This is an optimization exercise on Yosys and OpenROAD, whose aim is small area, a short achievable clock period and few clock cycles per item, not a production implementation.
The RTL was checked by simulation tests, not by an equivalence proof against the original design.
Power and IR drop assume default switching activity.

File: flow/config.mk
export PLATFORM = sky130hd
export DESIGN_NAME = char_waiter_matching_queue_unit
export DESIGN_NICKNAME = char_waiter_matching_queue_unit
export VERILOG_FILES = /design/flow/design.v
export SDC_FILE = /design/flow/constraint.sdc
export NUM_CORES = 4
export LEC_CHECK = 0
export CAP_MARGIN = 20
export CORE_MARGIN = 2
export CORE_UTILIZATION = 40
export SLEW_MARGIN = 20
File: flow/design.v
`timescale 1ns / 1ps
package cwmq_pkg;
    localparam int RING_DEPTH_DEF  = 64;
    localparam int MAX_WAITERS_DEF = 8;
    localparam int CHAR_W    = 8;
    localparam int ID_W      = 32;
    localparam int STATUS_W  = 3;
    localparam int CHARS_W   = 6;
    localparam int WAITERS_W = 4;
    typedef enum logic [STATUS_W-1:0] {
        ST_DELIVERED = 3'd0,
        ST_QUEUED    = 3'd1,
        ST_DROPPED   = 3'd2,
        ST_WAITER    = 3'd3,
        ST_DUPLICATE = 3'd4,
        ST_FULL      = 3'd5,
        ST_IGNORED   = 3'd6
    } t_status;
    localparam logic MODE_CHAR = 1'b0;
    localparam logic MODE_WAIT = 1'b1;
    typedef enum logic [1:0] {
        S_IDLE,
        S_EXEC,
        S_SRCH
    } t_state;
    typedef struct packed {
        logic              put;
        logic              take;
        logic [CHAR_W-1:0] data;
    } t_ring_cmd;
    typedef struct packed {
        logic               empty;
        logic               full;
        logic [CHARS_W-1:0] count;
        logic [CHAR_W-1:0]  head_char;
    } t_ring_stat;
endpackage
`timescale 1ns / 1ps
import cwmq_pkg::*;
module cwmq_ring
#(
    parameter int RING_DEPTH = RING_DEPTH_DEF
) (
    input  logic       i_clk,
    input  logic       i_rst_n,
    input  cwmq_pkg::t_ring_cmd  i_cmd,
    output cwmq_pkg::t_ring_stat o_stat
);
    localparam int RI = (RING_DEPTH > 1) ? $clog2(RING_DEPTH) : 1;
    localparam logic [RI-1:0] LAST = RI'(RING_DEPTH - 1);
    logic [CHAR_W-1:0] r_mem [RING_DEPTH];
    logic [RI-1:0]     r_rp, r_wp;
    logic [RI-1:0]     n_rp, n_wp;
    logic [CHAR_W-1:0] r_head_char;
    logic [RI-1:0]     w_wp_next;
    logic [RI:0]       w_count;
    assign w_wp_next = (r_wp == LAST) ? '0 : r_wp + 1'b1;
    always_comb begin
        n_wp = r_wp;
        n_rp = r_rp;
        if (i_cmd.put) begin
            n_wp = w_wp_next;
        end
        if (i_cmd.take) begin
            n_rp = (r_rp == LAST) ? '0 : r_rp + 1'b1;
        end
    end
    always_ff @(posedge i_clk) begin
        if (!i_rst_n) begin
            r_rp <= '0;
            r_wp <= '0;
        end else begin
            r_rp <= n_rp;
            r_wp <= n_wp;
        end
    end
    always_ff @(posedge i_clk) begin
        if (i_cmd.put) begin
            r_mem[r_wp] <= i_cmd.data;
        end
        r_head_char <= r_mem[r_rp];
    end
    assign w_count = (r_wp >= r_rp) ? ({1'b0, r_wp} - {1'b0, r_rp})
                                    : ({1'b0, r_wp} + (RI+1)'(RING_DEPTH) - {1'b0, r_rp});
    assign o_stat.empty     = (r_rp == r_wp);
    assign o_stat.full      = (w_wp_next == r_rp);
    assign o_stat.count     = CHARS_W'(w_count);
    assign o_stat.head_char = r_head_char;
endmodule
`timescale 1ns / 1ps
import cwmq_pkg::*;
module char_waiter_matching_queue_unit
#(
    parameter int RING_DEPTH  = RING_DEPTH_DEF,
    parameter int MAX_WAITERS = MAX_WAITERS_DEF
) (
    input  logic                 i_clk,
    input  logic                 i_rst_n,
    input  logic                 i_req_valid,
    output logic                 o_req_ready,
    input  logic                 i_req_mode,
    input  logic [CHAR_W-1:0]    i_req_char_value,
    input  logic [ID_W-1:0]      i_req_waiter_id,
    output logic                 o_rsp_valid,
    input  logic                 i_rsp_ready,
    output logic                 o_rsp_delivered,
    output logic [ID_W-1:0]      o_rsp_dest_client,
    output logic [CHAR_W-1:0]    o_rsp_char_out,
    output logic [STATUS_W-1:0]  o_rsp_status,
    output logic [CHARS_W-1:0]   o_rsp_chars_held,
    output logic [WAITERS_W-1:0] o_rsp_waiters_held
);
    localparam int WI = (MAX_WAITERS > 1) ? $clog2(MAX_WAITERS) : 1;
    localparam int WT = $clog2(MAX_WAITERS + 1);
    localparam logic [WI-1:0] W_LAST = WI'(MAX_WAITERS - 1);
    localparam logic [WT-1:0] W_MAX  = WT'(MAX_WAITERS);
    cwmq_pkg::t_state r_state, n_state;
    logic              r_mode;
    logic [CHAR_W-1:0] r_cv;
    logic [ID_W-1:0]   r_id;
    logic [ID_W-1:0] r_wmem [MAX_WAITERS];
    logic [ID_W-1:0] r_wrd;
    logic [WI-1:0]   r_head, n_head;
    logic [WI-1:0]   r_tail, n_tail;
    logic [WT-1:0]   r_total, n_total;
    logic [WI-1:0]   w_raddr;
    logic            w_we;
    logic [WI-1:0] r_sptr, n_sptr;
    logic [WT-1:0] r_iss, n_iss;
    logic          r_pend, n_pend;
    logic          w_match;
    cwmq_pkg::t_ring_cmd  w_ring_cmd;
    cwmq_pkg::t_ring_stat w_ring_stat;
    logic                 r_ovalid;
    logic                 r_delivered, n_delivered;
    logic [ID_W-1:0]      r_dest, n_dest;
    logic [CHAR_W-1:0]    r_cout, n_cout;
    cwmq_pkg::t_status              r_status, n_status;
    logic [CHARS_W-1:0]   r_chars, n_chars;
    logic [WAITERS_W-1:0] r_waiters, n_waiters;
    logic                 w_load;
    logic                 w_accept;
    cwmq_ring #(
        .RING_DEPTH(RING_DEPTH)
    ) u_ring (
        .i_clk  (i_clk),
        .i_rst_n(i_rst_n),
        .i_cmd  (w_ring_cmd),
        .o_stat (w_ring_stat)
    );
    assign o_req_ready = (r_state == S_IDLE) && (!r_ovalid || i_rsp_ready);
    assign w_accept    = i_req_valid && o_req_ready;
    assign w_match = r_pend && (r_wrd == r_id);
    always_comb begin
        n_state     = r_state;
        n_head      = r_head;
        n_tail      = r_tail;
        n_total     = r_total;
        n_sptr      = r_sptr;
        n_iss       = r_iss;
        n_pend      = r_pend;
        w_raddr     = r_head;
        w_we        = 1'b0;
        w_ring_cmd  = '0;
        w_load      = 1'b0;
        n_delivered = 1'b0;
        n_dest      = '0;
        n_cout      = '0;
        n_status    = ST_IGNORED;
        n_chars     = w_ring_stat.count;
        n_waiters   = WAITERS_W'(r_total);
        unique case (r_state)
            S_IDLE: begin
                if (w_accept) begin
                    n_state = S_EXEC;
                end
            end
            S_EXEC: begin
                n_state = S_IDLE;
                w_load  = 1'b1;
                if (r_mode == MODE_CHAR) begin
                    if (r_cv == '0) begin
                        n_status = ST_IGNORED;
                    end else if (r_total != '0) begin
                        n_delivered = 1'b1;
                        n_dest      = r_wrd;
                        n_cout      = r_cv;
                        n_status    = ST_DELIVERED;
                        n_head      = (r_head == W_LAST) ? '0 : r_head + 1'b1;
                        n_total     = r_total - 1'b1;
                        n_waiters   = WAITERS_W'(r_total - 1'b1);
                    end else if (w_ring_stat.full) begin
                        n_status = ST_DROPPED;
                    end else begin
                        w_ring_cmd.put  = 1'b1;
                        w_ring_cmd.data = r_cv;
                        n_status        = ST_QUEUED;
                        n_chars         = w_ring_stat.count + 1'b1;
                    end
                end else if (r_id == '0) begin
                    n_status = ST_IGNORED;
                end else if (!w_ring_stat.empty) begin
                    w_ring_cmd.take = 1'b1;
                    n_delivered     = 1'b1;
                    n_dest          = r_id;
                    n_cout          = w_ring_stat.head_char;
                    n_status        = ST_DELIVERED;
                    n_chars         = w_ring_stat.count - 1'b1;
                end else begin
                    w_load  = 1'b0;
                    n_state = S_SRCH;
                    n_pend  = (r_total != '0);
                    n_iss   = (r_total != '0) ? WT'(1) : '0;
                    n_sptr  = (r_head == W_LAST) ? '0 : r_head + 1'b1;
                end
            end
            S_SRCH: begin
                w_raddr = r_sptr;
                if (w_match) begin
                    n_state  = S_IDLE;
                    w_load   = 1'b1;
                    n_status = ST_DUPLICATE;
                end else if ((r_iss == r_total) && !r_pend) begin
                    n_state = S_IDLE;
                    w_load  = 1'b1;
                    if (r_total == W_MAX) begin
                        n_status = ST_FULL;
                    end else begin
                        w_we      = 1'b1;
                        n_tail    = (r_tail == W_LAST) ? '0 : r_tail + 1'b1;
                        n_total   = r_total + 1'b1;
                        n_status  = ST_WAITER;
                        n_waiters = WAITERS_W'(r_total + 1'b1);
                    end
                end else begin
                    n_pend = (r_iss != r_total);
                    if (r_iss != r_total) begin
                        n_iss  = r_iss + 1'b1;
                        n_sptr = (r_sptr == W_LAST) ? '0 : r_sptr + 1'b1;
                    end
                end
            end
            default: begin
                n_state = S_IDLE;
            end
        endcase
    end
    always_ff @(posedge i_clk) begin
        if (!i_rst_n) begin
            r_state  <= S_IDLE;
            r_head   <= '0;
            r_tail   <= '0;
            r_total  <= '0;
            r_sptr   <= '0;
            r_iss    <= '0;
            r_pend   <= 1'b0;
            r_ovalid <= 1'b0;
        end else begin
            r_state <= n_state;
            r_head  <= n_head;
            r_tail  <= n_tail;
            r_total <= n_total;
            r_sptr  <= n_sptr;
            r_iss   <= n_iss;
            r_pend  <= n_pend;
            if (w_load) begin
                r_ovalid <= 1'b1;
            end else if (i_rsp_ready) begin
                r_ovalid <= 1'b0;
            end
        end
    end
    always_ff @(posedge i_clk) begin
        if (w_accept) begin
            r_mode <= i_req_mode;
            r_cv   <= i_req_char_value;
            r_id   <= i_req_waiter_id;
        end
    end
    always_ff @(posedge i_clk) begin
        if (w_we) begin
            r_wmem[r_tail] <= r_id;
        end
        r_wrd <= r_wmem[w_raddr];
    end
    always_ff @(posedge i_clk) begin
        if (w_load) begin
            r_delivered <= n_delivered;
            r_dest      <= n_dest;
            r_cout      <= n_cout;
            r_status    <= n_status;
            r_chars     <= n_chars;
            r_waiters   <= n_waiters;
        end
    end
    assign o_rsp_valid        = r_ovalid;
    assign o_rsp_delivered    = r_delivered;
    assign o_rsp_dest_client  = r_dest;
    assign o_rsp_char_out     = r_cout;
    assign o_rsp_status       = r_status;
    assign o_rsp_chars_held   = r_chars;
    assign o_rsp_waiters_held = r_waiters;
endmodule
File: flow/constraint.sdc
create_clock -name core_clock -period 8.0 [get_ports {i_clk}]
set_input_delay 1.6000 -clock core_clock [delete_from_list [all_inputs] [get_ports {i_clk}]]
set_output_delay 1.6000 -clock core_clock [all_outputs]
set_load 0.01 [all_outputs]
File: flow/run.sh
#!/bin/bash
# synth_recipe.tcl (not shown) runs the flow's synth.tcl, then flattens the netlist and writes it again
# the make line also repeats each setting of config.mk as NAME=value (left out here)
make -C /OpenROAD-flow-scripts/flow DESIGN_CONFIG=/design/flow/config.mk WORK_HOME=/design/flow/orfs CLKGATE_MAP_FILE= SYNTH_SCRIPT=/design/flow/synth_recipe.tcl finish
==> results.toml <==
[sta]
rsz0062_at_grt = "no"
finalHoldViolCount = 0
finalSetupTns_ps = 0
slew_violations = 0
fmax_mhz = 212.6
max-slew-margin-rel_pct = 27.62
setup_viol = 0
min_period_ps = 4704
tightest_slew_ps = 1077
fin_worst_skew_ps = 15.47
period_share_pct = 58.80

[grt]
antenna_found_initial = 1
grt_pass1_vias = 18750
grt_usage_pct = 17.87
grt_max_degree = 65
grt_pass1_wl_mm = 124.5
grt_overflow = 0

[cts]
hold_buffers = 0
clock-sinks = 936
clk_latency_ps = 650
cts.htree.levels = 3
postCtsSetupBuffers = 0
cts_made_buffers = 92
cts-root-buf = "clkbuf_16"
max-clock-path-buffers = 3
ctsResizeCount = 0
clkSlewWorstSetupHoldPaths_ps = 60
tritoncts = "done"

[floorplanning]
start_util_pct = 40.19
ios = 101
dieHeight_um = 306.8
rows = 111
die-area_mm2 = 0.09413
die_w_um = 306.8
coreArea_mm2 = 0.09125

[synthesis]
synth-edff-count = 863
syn_nets = 1861
yosysTopAreaCellShare_pct = 70.66
async_flop_share_pct = 0
synth_seq_cells = 936
synth_area_per_cell_um2 = 20.44
ys_seq_area_share_pct = 74.64
synth_area_leaders = "edfxtp_1 (71%), mux4_2 (14%), dfxtp_1 (4.0%)"
yosysTopAreaCell = "edfxtp_1"
ys_types = 59
synth_cells = 1794
synth_area_mm2 = 0.03668
synthFlopType = "edfxtp_1"
synth-warning-count = 2

[routing]
drcViolationCount = 0
ant_nets = 0
vias = 18060
drt-total-wl_mm = 83.83
dr.first_iter.drc_count = 1968
wl_per_cell_um = 26.03
first_pass_iters = 6
vias_per_cell = 5.606

[setup_path]
critPathLaunchType = "register"
cp.arrival_ps = 4970
crit_type = "reg2reg"
crit_fanout = 45
critPathRequiredTime_ps = 8270
critPathCaptureType = "register"

[status]
status = "no timing/DRC/antenna violations"

[power]
p_clk_share_pct = 43.3
p_seq_share_pct = 52.7
comb_power_share_pct = 3.9
peakVddDrop_mv = 0.1768
p_per_area_mw_per_mm2 = 245.9
netSwitchingFraction_pct = 20.59
switchingPower_mw = 2.156
p_leak_nw = 13.40
internal-power_mw = 8.315

[placed_design]
routabilityCongestion = 0.8602
dp_hpwl_mm = 51.63
io_buffer_count = 100
dpl-instance-area_mm2 = 0.03931

[finish]
fin_area_mm2 = 0.04259
nNetsFinal = 2025
fillers = 7457
syn_to_final_growth_pct = 16.13
diodes = 0
drive_above_1_share_pct = 25.80

[worst_hold_path]
hold_class = "reg2reg"

[flow_run]
maxCapViolCount = 0
state kept, by name (all words and copies together), names as in the netlist, 2 cells and up:
name	cells
r_id	32
u_ring.r_wp	6
r_head	3
r_state	2
r_chars	6
r_total	4
r_wmem	256
u_ring.r_rp	6
r_waiters	4
r_status	3
r_iss	4
r_wrd	32
r_tail	3
u_ring.r_head_char	8
r_cv	8
r_dest	32
r_cout	8
u_ring.r_mem	512
r_sptr	3
layout by cell type, fill, tap and decap left out, types with 5 or more instances in the layout:
cell             synthesis  final
edfxtp_1               863    863
mux4_2                 232    232
clkdlybuf4s50_1          0    100
clkbuf_16                0     96
dfxtp_1                 73     71
buf_4                    0     63
nor2_1                  54     47
nor4_1                  45     44
a22o_1                  42     42
nand2_1                 38     38
mux2_2                  33     33
a21oi_1                 31     31
xor2_1                  28     28
xnor2_1                 27     27
o21ai_0                 21     21
ha_1                    21     21
nor3_1                  38     20
inv_1                   21     19
nor3_2                   0     18
clkbuf_1                47     18
nand3_1                 17     17
bufinv_16                0     15
clkinv_2                 0     14
clkinv_1                 0     11
mux2i_1                 13     10
or3_1                    9      9
nor2b_1                  9      9
nand4_1                  8      8
and2_2                   0      8
nor2_4                   0      7
clkinvlp_4               0      7
and2_1                  14      6
nand2b_1                 5      5
synthesized netlist by cell type, drive strengths merged, types with 2 or more instances:
cell    instances
o211a           2
o21a            2
nor2           54
a31o            2
mux2i          13
xnor2          27
xor2           28
nand2b          5
nand2          38
inv            22
a22o           42
a211oi          2
o21ai          23
nand3          17
and4            2
nor2b           9
o211ai          4
nor3           38
a21oi          31
and2           14
nor4b           2
a21o            4
ha             21
nor4           45
or3             9
clkbuf         47
o31ai           5
mux4          232
o32ai           2
a22oi           2
o311a           2
or2             3
and3            2
mux2           33
a31oi           2
dfxtp          73
edfxtp        863
buf            50
nand4           8
nor3b           2
area by class of cell:
cell class | instances | area [um^2] | share of cell area, %
clock inverters | 53 | 674.4 | 1.583
inverters | 22 | 82.58 | 0.1939
flip-flops and latches | 936 | 27380 | 64.29
repair buffers | 167 | 1494 | 3.508
multi-input cells | 739 | 8949 | 21.01
well taps | 1186 | 1484 | 3.484
clock buffers | 118 | 2525 | 5.928
through the flow:
step                      setup WS, ps  total power [mW]  util [%]  std cells  hold slack, ps
after floorplan                   3489             5.830         -       1794           451.5
after global placement            3540             6.030     43.06       3046           460.5
after detailed placement          3366             6.045     43.08       3048           475.8
after CTS                         3356             10.57     46.59       3219           484.0
after global routing              3074             10.78     46.68       3221           508.4
final                             3296             10.47     46.68       3221           485.6
worst max-delay path: stages (launching register included):
cell      delay (ps)
dfxtp_4          780
buf_4            670
xnor2_1          190
nand2_1          100
a31oi_1           50
nand4b_1         340
o211a_1          440
nand2_1          620
nor3_1          1080
cells by family after synthesis:
family	Yosys count	share of synthesized area, %
multiplexers	278	15.61
XOR/XNOR	55	1.313
buffers and inverters	119	1.518
adder cells (fa/ha/maj)	22	0.7710
AO/OA/AOI/OAI	135	2.651
flip-flops	936	74.64
AND/OR/NAND/NOR	249	3.490
metal layers:
metal	track usage (%)	part of all wire (%)
met4	5.141	2.3
met1	23.97	42
met2	30.16	50
met5	0	0.016
met3	2.936	5.7
worst paths after layout:
check	slack, ps	start	end	depth (start not counted)
max	3300	u_ring.r_rp[1]$_SDFFE_PN0P_	u_ring.r_mem[12][6]$_DFFE_PP_	8
min	490	r_state[1]$_SDFFE_PN0P_	r_state[1]$_SDFFE_PN0P_	2
max reg2reg	3300	u_ring.r_rp[1]$_SDFFE_PN0P_	u_ring.r_mem[12][6]$_DFFE_PP_	8
min reg2reg	490	r_state[1]$_SDFFE_PN0P_	r_state[1]$_SDFFE_PN0P_	2
power by group through the flow:
stage	registers, mW	logic, mW	clock network (mW)
after global routing	5.53	0.444	4.81
after detailed placement	5.63	0.419	0
final	5.52	0.413	4.54
after floorplan	5.60	0.234	0
after CTS	5.52	0.421	4.62
after global placement	5.62	0.410	0
Testbench counts, summed over its fixed seeds: cycles 17,129, items 4,800.

==> what the ideal ports hide <==
The flow's constraints put no driver on any port. The routed layout listed below was extracted and timed again, unchanged, in two steps.
Step 1, drivers: a clkbuf_16 drives i_clk and a buf_2 each remaining input, both assumed.
Step 2 moves the port delays by t, midway between the first and last clock arrival at a register: inputs arrive t later, outputs are due t later. That takes back most of the time a late clock gives input paths.
a / b / c = ideal / step 1 / step 2; a / b = the first two.
t (ns): 0.710
setup WS [ns]: 3.296 / 3.296 / 3.296
hold slack, ns: 0.486 / 0.486 / 0.486
pins driven straight from the clock port: 1
After both steps setup and hold are still met in this run. The setup slack of this run moves by 0.000 ns with the drivers and by 0.000 ns with both steps.
